Source: an optimization exercise on an open RTL-to-GDS flow (aim: small area, a short achievable clock period and few clock cycles per item). Production flows keep margins and buffers that such runs may drop.
In this exercise RTL edits were held to simulation tests only and were not proved equivalent to the original.
Power is estimated from default activity; no workload was simulated.

## design.v

```verilog
package rs_pkg;
	localparam int DEPTH  = 64;                  
	localparam int ITEM_W = 32;                  
	localparam int SLOT_W = $clog2(DEPTH);       
	localparam int KW     = $clog2(DEPTH + 1);   
	localparam int CNT_W  = 32;                  
	localparam int RND_W  = 31;                  
	localparam int CFG_W  = 7;                   
	localparam int STEP_W = $clog2(RND_W);       
	localparam logic CMD_PUSH   = 1'b0;
	localparam logic CMD_FINISH = 1'b1;
	typedef enum logic [2:0] {
		S_IDLE,
		S_DECODE,
		S_MOD,
		S_DUMP_RD,
		S_DUMP_OUT
	} rs_state_t;
	typedef struct packed {
		logic latch_in;    
		logic fill_wr;     
		logic mod_start;   
		logic repl_wr;     
		logic rd_issue;    
		logic out_load;    
		logic dump_clr;    
	} rs_cmd_t;
	typedef struct packed {
		logic finish;       
		logic fill;         
		logic mod_done;     
		logic dump_empty;   
		logic dump_last;    
		logic out_free;     
	} rs_stat_t;
endpackage
module rs_modu
(
	input  logic             clk,
	input  logic             arst_n,
	input  logic             start,
	input  logic [rs_pkg::RND_W-1:0] dividend,
	input  logic [rs_pkg::CNT_W-1:0] divisor,
	output logic             done,
	output logic [rs_pkg::CNT_W-1:0] remainder
);
	logic              busy_q;
	logic              done_q;
	logic [rs_pkg::STEP_W-1:0] step_q;
	logic [rs_pkg::RND_W-1:0]  dvd_q;
	logic [rs_pkg::CNT_W-1:0]  dvs_q;
	logic [rs_pkg::CNT_W-1:0]  rem_q;
	logic [rs_pkg::CNT_W:0]    trial;
	logic [rs_pkg::CNT_W:0]    diff;
	always_comb begin
		trial = {rem_q, dvd_q[rs_pkg::RND_W-1]};
		diff  = trial - {1'b0, dvs_q};
	end
	always_ff @(posedge clk or negedge arst_n) begin
		if (!arst_n) begin
			busy_q <= 1'b0;
			done_q <= 1'b0;
			step_q <= '0;
		end else begin
			done_q <= busy_q && !start && (step_q == '0);
			if (start) begin
				busy_q <= 1'b1;
				step_q <= rs_pkg::STEP_W'(rs_pkg::RND_W - 1);
			end else if (busy_q) begin
				step_q <= step_q - 1'b1;
				if (step_q == '0) begin
					busy_q <= 1'b0;
				end
			end
		end
	end
	always_ff @(posedge clk) begin
		if (start) begin
			rem_q <= '0;
			dvd_q <= dividend;
			dvs_q <= divisor;
		end else if (busy_q) begin
			dvd_q <= {dvd_q[rs_pkg::RND_W-2:0], 1'b0};
			if (trial >= {1'b0, dvs_q}) begin
				rem_q <= diff[rs_pkg::CNT_W-1:0];
			end else begin
				rem_q <= trial[rs_pkg::CNT_W-1:0];
			end
		end
	end
	assign done      = done_q;
	assign remainder = rem_q;
endmodule
module rs_ctrl
(
	input  logic     clk,
	input  logic     arst_n,
	input  logic     in_valid,
	output logic     in_ready,
	input  rs_pkg::rs_stat_t stat,
	output rs_pkg::rs_cmd_t  cmd
);
	rs_pkg::rs_state_t state_q;
	rs_pkg::rs_state_t state_d;
	always_ff @(posedge clk or negedge arst_n) begin
		if (!arst_n) begin
			state_q <= rs_pkg::S_IDLE;
		end else begin
			state_q <= state_d;
		end
	end
	always_comb begin
		state_d = state_q;
		case (state_q)
			rs_pkg::S_IDLE: begin
				if (in_valid) begin
					state_d = rs_pkg::S_DECODE;
				end
			end
			rs_pkg::S_DECODE: begin
				if (stat.finish) begin
					state_d = stat.dump_empty ? rs_pkg::S_IDLE : rs_pkg::S_DUMP_RD;
				end else begin
					state_d = stat.fill ? rs_pkg::S_IDLE : rs_pkg::S_MOD;
				end
			end
			rs_pkg::S_MOD: begin
				if (stat.mod_done) begin
					state_d = rs_pkg::S_IDLE;
				end
			end
			rs_pkg::S_DUMP_RD: begin
				state_d = rs_pkg::S_DUMP_OUT;
			end
			rs_pkg::S_DUMP_OUT: begin
				if (stat.out_free) begin
					state_d = stat.dump_last ? rs_pkg::S_IDLE : rs_pkg::S_DUMP_RD;
				end
			end
			default: begin
				state_d = rs_pkg::S_IDLE;
			end
		endcase
	end
	always_comb begin
		cmd      = '0;
		in_ready = 1'b0;
		case (state_q)
			rs_pkg::S_IDLE: begin
				in_ready     = 1'b1;
				cmd.latch_in = in_valid;
			end
			rs_pkg::S_DECODE: begin
				if (stat.finish) begin
					cmd.dump_clr = stat.dump_empty;
				end else begin
					cmd.fill_wr   = stat.fill;
					cmd.mod_start = !stat.fill;
				end
			end
			rs_pkg::S_MOD: begin
				cmd.repl_wr = stat.mod_done;
			end
			rs_pkg::S_DUMP_RD: begin
				cmd.rd_issue = 1'b1;
			end
			rs_pkg::S_DUMP_OUT: begin
				cmd.out_load = stat.out_free;
				cmd.dump_clr = stat.out_free && stat.dump_last;
			end
			default: begin
				cmd = '0;
			end
		endcase
	end
endmodule
module rs_dpath
(
	input  logic             clk,
	input  logic             arst_n,
	input  rs_pkg::rs_cmd_t          cmd,
	output rs_pkg::rs_stat_t         stat,
	input  logic             in_command,
	input  logic [31:0]      in_item,
	input  logic [rs_pkg::RND_W-1:0] in_random,
	input  logic             cfg_we,
	input  logic [rs_pkg::CFG_W-1:0] cfg_wdata,
	output logic             out_valid,
	input  logic             out_ready,
	output logic [31:0]      out_value,
	output logic             out_last
);
	logic              cmd_q;
	logic [rs_pkg::ITEM_W-1:0] item_q;
	logic [rs_pkg::RND_W-1:0]  rnd_q;
	logic [rs_pkg::CNT_W-1:0]  count_q;
	logic [rs_pkg::CFG_W-1:0]  ssize_q;
	logic [rs_pkg::SLOT_W-1:0] ptr_q;
	logic [rs_pkg::ITEM_W-1:0] mem_q [rs_pkg::DEPTH];
	logic [rs_pkg::ITEM_W-1:0] rdata_q;
	logic              ovalid_q;
	logic [31:0]       odata_q;
	logic              olast_q;
	logic [rs_pkg::KW-1:0]     k_eff;
	logic [rs_pkg::KW-1:0]     n_dump;
	logic [rs_pkg::CNT_W-1:0]  count_inc;
	logic              below_k;
	logic              mod_done;
	logic [rs_pkg::CNT_W-1:0]  rem;
	logic              rem_hit;
	logic              mem_we;
	logic [rs_pkg::SLOT_W-1:0] mem_wa;
	always_comb begin
		if (ssize_q == '0) begin
			k_eff = rs_pkg::KW'(1);
		end else if ({{(rs_pkg::KW + rs_pkg::CFG_W){1'b0}}, ssize_q} > (rs_pkg::KW + 2 * rs_pkg::CFG_W)'(rs_pkg::DEPTH)) begin
			k_eff = rs_pkg::KW'(rs_pkg::DEPTH);
		end else begin
			k_eff = rs_pkg::KW'(ssize_q);
		end
	end
	always_comb begin
		below_k   = count_q < rs_pkg::CNT_W'(k_eff);
		n_dump    = below_k ? rs_pkg::KW'(count_q) : k_eff;
		count_inc = (count_q == '1) ? count_q : count_q + 1'b1;
		rem_hit   = rem < rs_pkg::CNT_W'(k_eff);
	end
	always_ff @(posedge clk or negedge arst_n) begin
		if (!arst_n) begin
			ssize_q <= rs_pkg::CFG_W'(1);
		end else if (cfg_we) begin
			ssize_q <= cfg_wdata;
		end
	end
	always_ff @(posedge clk) begin
		if (cmd.latch_in) begin
			cmd_q  <= in_command;
			item_q <= rs_pkg::ITEM_W'(in_item);
			rnd_q  <= in_random;
		end
	end
	always_ff @(posedge clk or negedge arst_n) begin
		if (!arst_n) begin
			count_q <= '0;
		end else if (cmd.dump_clr) begin
			count_q <= '0;
		end else if (cmd.fill_wr || cmd.mod_start) begin
			count_q <= count_inc;
		end
	end
	always_ff @(posedge clk or negedge arst_n) begin
		if (!arst_n) begin
			ptr_q <= '0;
		end else if (cmd.latch_in) begin
			ptr_q <= '0;
		end else if (cmd.out_load) begin
			ptr_q <= ptr_q + 1'b1;
		end
	end
	rs_modu u_modu (
		.clk       (clk),
		.arst_n    (arst_n),
		.start     (cmd.mod_start),
		.dividend  (rnd_q),
		.divisor   (count_inc),
		.done      (mod_done),
		.remainder (rem)
	);
	assign mem_we = cmd.fill_wr || (cmd.repl_wr && rem_hit);
	assign mem_wa = cmd.fill_wr ? count_q[rs_pkg::SLOT_W-1:0] : rem[rs_pkg::SLOT_W-1:0];
	always_ff @(posedge clk) begin
		if (mem_we) begin
			mem_q[mem_wa] <= item_q;
		end
	end
	always_ff @(posedge clk) begin
		if (cmd.rd_issue) begin
			rdata_q <= mem_q[ptr_q];
		end
	end
	always_ff @(posedge clk or negedge arst_n) begin
		if (!arst_n) begin
			ovalid_q <= 1'b0;
		end else if (cmd.out_load) begin
			ovalid_q <= 1'b1;
		end else if (out_ready) begin
			ovalid_q <= 1'b0;
		end
	end
	always_ff @(posedge clk) begin
		if (cmd.out_load) begin
			odata_q <= 32'(rdata_q);
			olast_q <= stat.dump_last;
		end
	end
	always_comb begin
		stat.finish     = cmd_q == rs_pkg::CMD_FINISH;
		stat.fill       = below_k;
		stat.mod_done   = mod_done;
		stat.dump_empty = n_dump == '0;
		stat.dump_last  = (rs_pkg::KW'(ptr_q) + 1'b1) == n_dump;
		stat.out_free   = !ovalid_q || out_ready;
	end
	assign out_valid = ovalid_q;
	assign out_value = odata_q;
	assign out_last  = olast_q;
endmodule
module reservoir_sampler_core
(
	input  logic             clk,
	input  logic             arst_n,
	input  logic             s_tvalid,
	output logic             s_tready,
	input  logic [63:0]      s_tdata,     
	input  logic             s_tuser,     
	output logic             m_tvalid,
	input  logic             m_tready,
	output logic [31:0]      m_tdata,     
	output logic             m_tlast,
	input  logic             cfg_valid,
	output logic             cfg_ready,
	input  logic [rs_pkg::CFG_W-1:0] cfg_data
);
	rs_pkg::rs_cmd_t  cmd;
	rs_pkg::rs_stat_t stat;
	assign cfg_ready = 1'b1;
	rs_ctrl u_ctrl (
		.clk      (clk),
		.arst_n   (arst_n),
		.in_valid (s_tvalid),
		.in_ready (s_tready),
		.stat     (stat),
		.cmd      (cmd)
	);
	rs_dpath u_dpath (
		.clk        (clk),
		.arst_n     (arst_n),
		.cmd        (cmd),
		.stat       (stat),
		.in_command (s_tuser),
		.in_item    (s_tdata[31:0]),
		.in_random  (s_tdata[32 +: rs_pkg::RND_W]),
		.cfg_we     (cfg_valid),
		.cfg_wdata  (cfg_data),
		.out_valid  (m_tvalid),
		.out_ready  (m_tready),
		.out_value  (m_tdata),
		.out_last   (m_tlast)
	);
endmodule
```

## config.mk

```make
export PLATFORM = sky130hd
export DESIGN_NAME = reservoir_sampler_core
export DESIGN_NICKNAME = reservoir_sampler_core
export VERILOG_FILES = /design/flow/design.v
export SDC_FILE = /design/flow/constraint.sdc
export NUM_CORES = 4
export LEC_CHECK = 0
export CAP_MARGIN = 20
export CORE_MARGIN = 2
export CORE_UTILIZATION = 45
export PLACE_DENSITY = 0.6
export SLEW_MARGIN = 20
```

## run.sh

```bash
#!/bin/bash
# synth_recipe.tcl (not shown) runs the flow's synth.tcl, then flattens the netlist and writes it again
# the make line also repeats each setting of config.mk as NAME=value (left out here)
make -C /OpenROAD-flow-scripts/flow DESIGN_CONFIG=/design/flow/config.mk WORK_HOME=/design/flow/orfs CLKGATE_MAP_FILE= SYNTH_SCRIPT=/design/flow/synth_recipe.tcl finish
```

## constraint.sdc

```tcl
create_clock -name core_clock -period 8.0 [get_ports {clk}]
set_input_delay 1.6000 -clock core_clock [delete_from_list [all_inputs] [get_ports {clk}]]
set_output_delay 1.6000 -clock core_clock [all_outputs]
set_load 0.01 [all_outputs]
```

==> results.txt <==
## metal layers
| metal | global-route usage, % | vias up | routed length, um |
|---|---|---|---|
| met5 | 0 | - | 20 |
| met1 | 32.2 | 25600 | 103000 |
| met3 | 3.19 | 316 | 15300 |
| met2 | 35.6 | 1603 | 112000 |
| met4 | 5.78 | 2 | 5330 |
| li1 | - | 21000 | - |
## where the power goes
part           leakage [nW]  total, mW  internal (mW)  switching (mW)
combinational          7.62       5.21           1.85            3.36
sequential             21.2       14.7           14.4           0.305
clock                  3.55       10.5           5.95            4.55
total                  32.4       30.4           22.2            8.22
## through the flow
stage | setup WS [ns] | total power, mW | utilization (%) | instances | hold WS [ns]
global route | 2.71 | 31.5 | 51.2 | 8112 | 0.434
detailed placement | 2.80 | 20.1 | 47.6 | 7686 | 0.412
CTS | 2.77 | 30.6 | 51.2 | 8110 | 0.422
finish | 2.96 | 30.4 | 51.2 | 8113 | 0.422
floorplan | 2.81 | 18.3 | - | 5028 | 0.400
global placement | 2.80 | 20.0 | 47.6 | 7686 | 0.407
## kinds of logic (layout without fill, tap and decap cells)
kind of cell	Yosys count	in the layout	synth area share (%)
other	1	3	0.00405
AOI/OAI and AO/OA	702	702	5.28
adders and majority gates	49	49	0.670
buffers and inverters	361	756	1.66
and+or+nand+nor	699	699	3.74
xor gates and xnor gates	89	89	0.842
DFF	2328	2328	74.8
muxes	799	799	13.0
## state kept, by name, indices dropped and copies added, names as in the netlist, 7 cells and up
name	flops
u_dpath.u_modu.dvs_q	32
u_dpath.u_modu.rem_q	32
u_dpath.ssize_q	7
u_dpath.count_q	32
u_dpath.odata_q	32
u_dpath.mem_q	2048
u_dpath.rdata_q	32
u_dpath.item_q	32
u_dpath.u_modu.dvd_q	31
u_dpath.rnd_q	31
## worst max-delay path by stage
stage                       endpoint  cells past startpoint  slack [ns]          startpoint
2_1_floorplan   u_dpath.mem_q[40][0]                     13        2.81  u_dpath.ssize_q[6]
3_3_place_gp   u_dpath.mem_q[36][20]                      9        2.80  u_dpath.count_q[6]
3_5_place_dp   u_dpath.mem_q[45][17]                     11        2.80  u_dpath.ssize_q[6]
4_1_cts        u_dpath.mem_q[45][20]                     11        2.77  u_dpath.ssize_q[6]
5_1_grt        u_dpath.mem_q[45][20]                     11        2.71  u_dpath.ssize_q[6]
6_report       u_dpath.mem_q[45][20]                      9        2.96  u_dpath.count_q[6]
## cells in the mapped netlist, types with 6 or more instances
master / instances / share of area (%)
sky130_fd_sc_hd__edfxtp_1: 2240 / 73
sky130_fd_sc_hd__mux2i_1: 471 / 5.1
sky130_fd_sc_hd__mux4_2: 321 / 7.8
sky130_fd_sc_hd__nand2_1: 297 / 1.2
sky130_fd_sc_hd__o221ai_1: 229 / 2.2
sky130_fd_sc_hd__clkbuf_1: 185 / 0.75
sky130_fd_sc_hd__a21oi_1: 169 / 0.91
sky130_fd_sc_hd__o22ai_1: 121 / 0.82
sky130_fd_sc_hd__nor3_1: 99 / 0.53
sky130_fd_sc_hd__nor2_1: 87 / 0.35
sky130_fd_sc_hd__buf_1: 64 / 0.26
sky130_fd_sc_hd__inv_1: 61 / 0.25
sky130_fd_sc_hd__o21ai_0: 58 / 0.31
sky130_fd_sc_hd__dfrtp_1: 55 / 1.5
sky130_fd_sc_hd__xnor2_1: 54 / 0.51
sky130_fd_sc_hd__ha_1: 48 / 0.65
sky130_fd_sc_hd__nand3_1: 46 / 0.25
sky130_fd_sc_hd__xor2_1: 35 / 0.33
sky130_fd_sc_hd__dfxtp_1: 32 / 0.69
sky130_fd_sc_hd__nor3_2: 32 / 0.35
sky130_fd_sc_hd__nand4_1: 26 / 0.18
sky130_fd_sc_hd__buf_2: 25 / 0.14
sky130_fd_sc_hd__a31oi_1: 24 / 0.16
sky130_fd_sc_hd__a21o_1: 21 / 0.17
sky130_fd_sc_hd__nor4_1: 21 / 0.14
sky130_fd_sc_hd__and3_1: 14 / 0.095
sky130_fd_sc_hd__nand2b_1: 13 / 0.088
sky130_fd_sc_hd__a211oi_1: 11 / 0.089
sky130_fd_sc_hd__buf_6: 10 / 0.12
sky130_fd_sc_hd__nor2b_1: 10 / 0.068
sky130_fd_sc_hd__or3_1: 10 / 0.068
sky130_fd_sc_hd__o21a_1: 9 / 0.073
sky130_fd_sc_hd__buf_4: 8 / 0.065
sky130_fd_sc_hd__o211ai_1: 8 / 0.065
sky130_fd_sc_hd__and2_1: 7 / 0.047
sky130_fd_sc_hd__mux2_2: 7 / 0.085
sky130_fd_sc_hd__o31ai_1: 7 / 0.057
sky130_fd_sc_hd__or2_2: 7 / 0.047
sky130_fd_sc_hd__and4_1: 6 / 0.057
sky130_fd_sc_hd__nor3b_1: 6 / 0.049
## worst max-delay path, stage by stage, from the launching register on
cell,delay (ns)
sky130_fd_sc_hd__dfrtp_1,0.56
sky130_fd_sc_hd__ha_1,0.29
sky130_fd_sc_hd__nor4_1,0.46
sky130_fd_sc_hd__nand3_1,0.37
sky130_fd_sc_hd__or3_4,0.46
sky130_fd_sc_hd__nor3_4,0.59
sky130_fd_sc_hd__mux2i_1,0.50
sky130_fd_sc_hd__nand2_1,0.47
sky130_fd_sc_hd__nor3_2,0.21
sky130_fd_sc_hd__buf_4,0.66
## final cells by class
type / instances / area (sq um)
Antenna cell: 2 / 5.00
Clock buffer: 296 / 6020
Clock inverter: 128 / 1270
Fill cell: 16300 / 99800
Inverter: 63 / 241
Multi-Input combinational cell: 2339 / 22200
Sequential cell: 2328 / 69300
Tap cell: 2688 / 3360
Timing Repair Buffer: 269 / 2420
==> out/metrics.csv <==
metric;value;unit
run status;complete, no violations;
vias post-DR;48500;
std cell rows;166;
Starting DRT DRC Count;4990;
Vias/cell;5.98;
top library cells by usage in the layout, fill and taps aside;2240 x sky130_fd_sc_hd__edfxtp_1, 471 x sky130_fd_sc_hd__mux2i_1, 321 x sky130_fd_sc_hd__mux4_2;
data arrival time of the worst path;5.51;ns
Core Area;0.205;sq mm
Min-Delay Endpoint;u_dpath.odata_q[31];
Least-Margin Pin Slew;1.31;ns
fraction of final layout cells sized beyond drive strength 1;17.3;%
clock root buffer;sky130_fd_sc_hd__clkbuf_16;
Tightest Hold Check Type;reg -> reg;
final setup violation count;0;
syn_area_per_cell;18.4;sq um
slack of the worst reg-to-reg path;2.96;ns
number of cell instances on the worst register-to-register path;9;
Worst Skew;0.0303;ns
placer's final routability congestion estimate;0.810;
TritonCTS buffer count;229;
synthesized netlist cell count;5028;
ys async rst share;2.41;%
count of H-tree levels built during CTS;4;
maximum number of buffers from clock root to sink;3;
Post-synth EDFFs;2240;
Resized cells post-CTS;0;
RSZ-0062 raised after global routing;false;
number of instances on the worst hold path;0;
type of origin of the critical path;register;
Post-Route Setup TNS;0;ns
fin crit period;5.04;ns
area of the die;0.209;sq mm
most common cell after layout, fill and taps aside;sky130_fd_sc_hd__edfxtp_1;
count of clock tree sinks;2328;
global-route usage over all layers;22.2;%
maximum number of pins on one net before global-route repair;139;
Post-Syn Area;0.0926;sq mm
post-detailed-route DRC marker count;0;
number of max-cap violations;0;
tightest slew margin relative to the limit;12.9;%
net count reported at finish;5356;
critical-path maximum fanout;32;
number of synthesized register bits;2328;
initial antenna violation count;19;
critical hold path startpoint;u_dpath.rdata_q[31];
effective utilization at floorplan;45.3;%
Hold Buf Count CTS;0;
clock slew at reported path FFs;0.06;ns
drt first pass iters;6;
detailed placement HPWL;127000;um
final period utilization;63.0;%
Crit path required time;8.47;ns
number of slew-limit violations in the final report;0;
path type of the worst setup path;reg -> reg;
Static Leakage;32.4;nW
number of hold violations in the final report;0;
power density cells;290;mW/mm^2
post-place instance area;0.0975;sq mm
cell area after layout;0.105;sq mm
count of distinct cell types in the synthesized netlist;82;
count of port buffers added during placement;110;
via count of the first global-routing pass;47900;
Die Y;458;um
Warnings, synthesis;3;
drt wl/cell;29.0;um
final antenna-violating net count;0;
Die W;458;um
Layout Area Growth over Synthesis;13.1;%
reg2reg end;u_dpath.mem_q[45][20];
fraction of the yosys area taken by sequential cells;74.8;%
number of post-CTS setup repair buffers;0;
clock latency on the worst-skew pair;0.86;ns
drt total wl;235000;um
wire length of the first global-routing pass;338000;um
worst flop-to-flop path startpoint;u_dpath.count_q[6];
clock tree from TritonCTS;done;
syn nets;5154;
flip-flop cell with the highest count after synthesis;sky130_fd_sc_hd__edfxtp_1;
worst vdd ir;202;uV
maximum achievable frequency;199;MHz
total congestion overflow after global routing;0;
number of I/O pins;113;
Setup crit end kind;register;
Testbench counts, summed over its fixed seeds: cycles 306,290, items 10,234.

[what the ideal ports hide]
The flow's constraints put no driver on any port. The routed layout listed below was extracted and timed again, unchanged, in two steps. Step 1, drivers: a clkbuf_16 drives clk and a buf_2 each remaining input, both assumed. Step 2 also shifts input and output timing later by t, the mid clock arrival at the registers, as if the neighbouring blocks saw the same clock. a / b / c = no drivers / after step 1 / after step 2; a / b = the first two.
t (ns): 0.927
setup WS [ns]: 2.962 / 2.962 / 2.962
cell pins on the clock port's net: 1
After both steps this run still meets setup and hold. For this run, drivers alone change the setup slack by 0.000 ns; drivers and shift together by 0.000 ns.
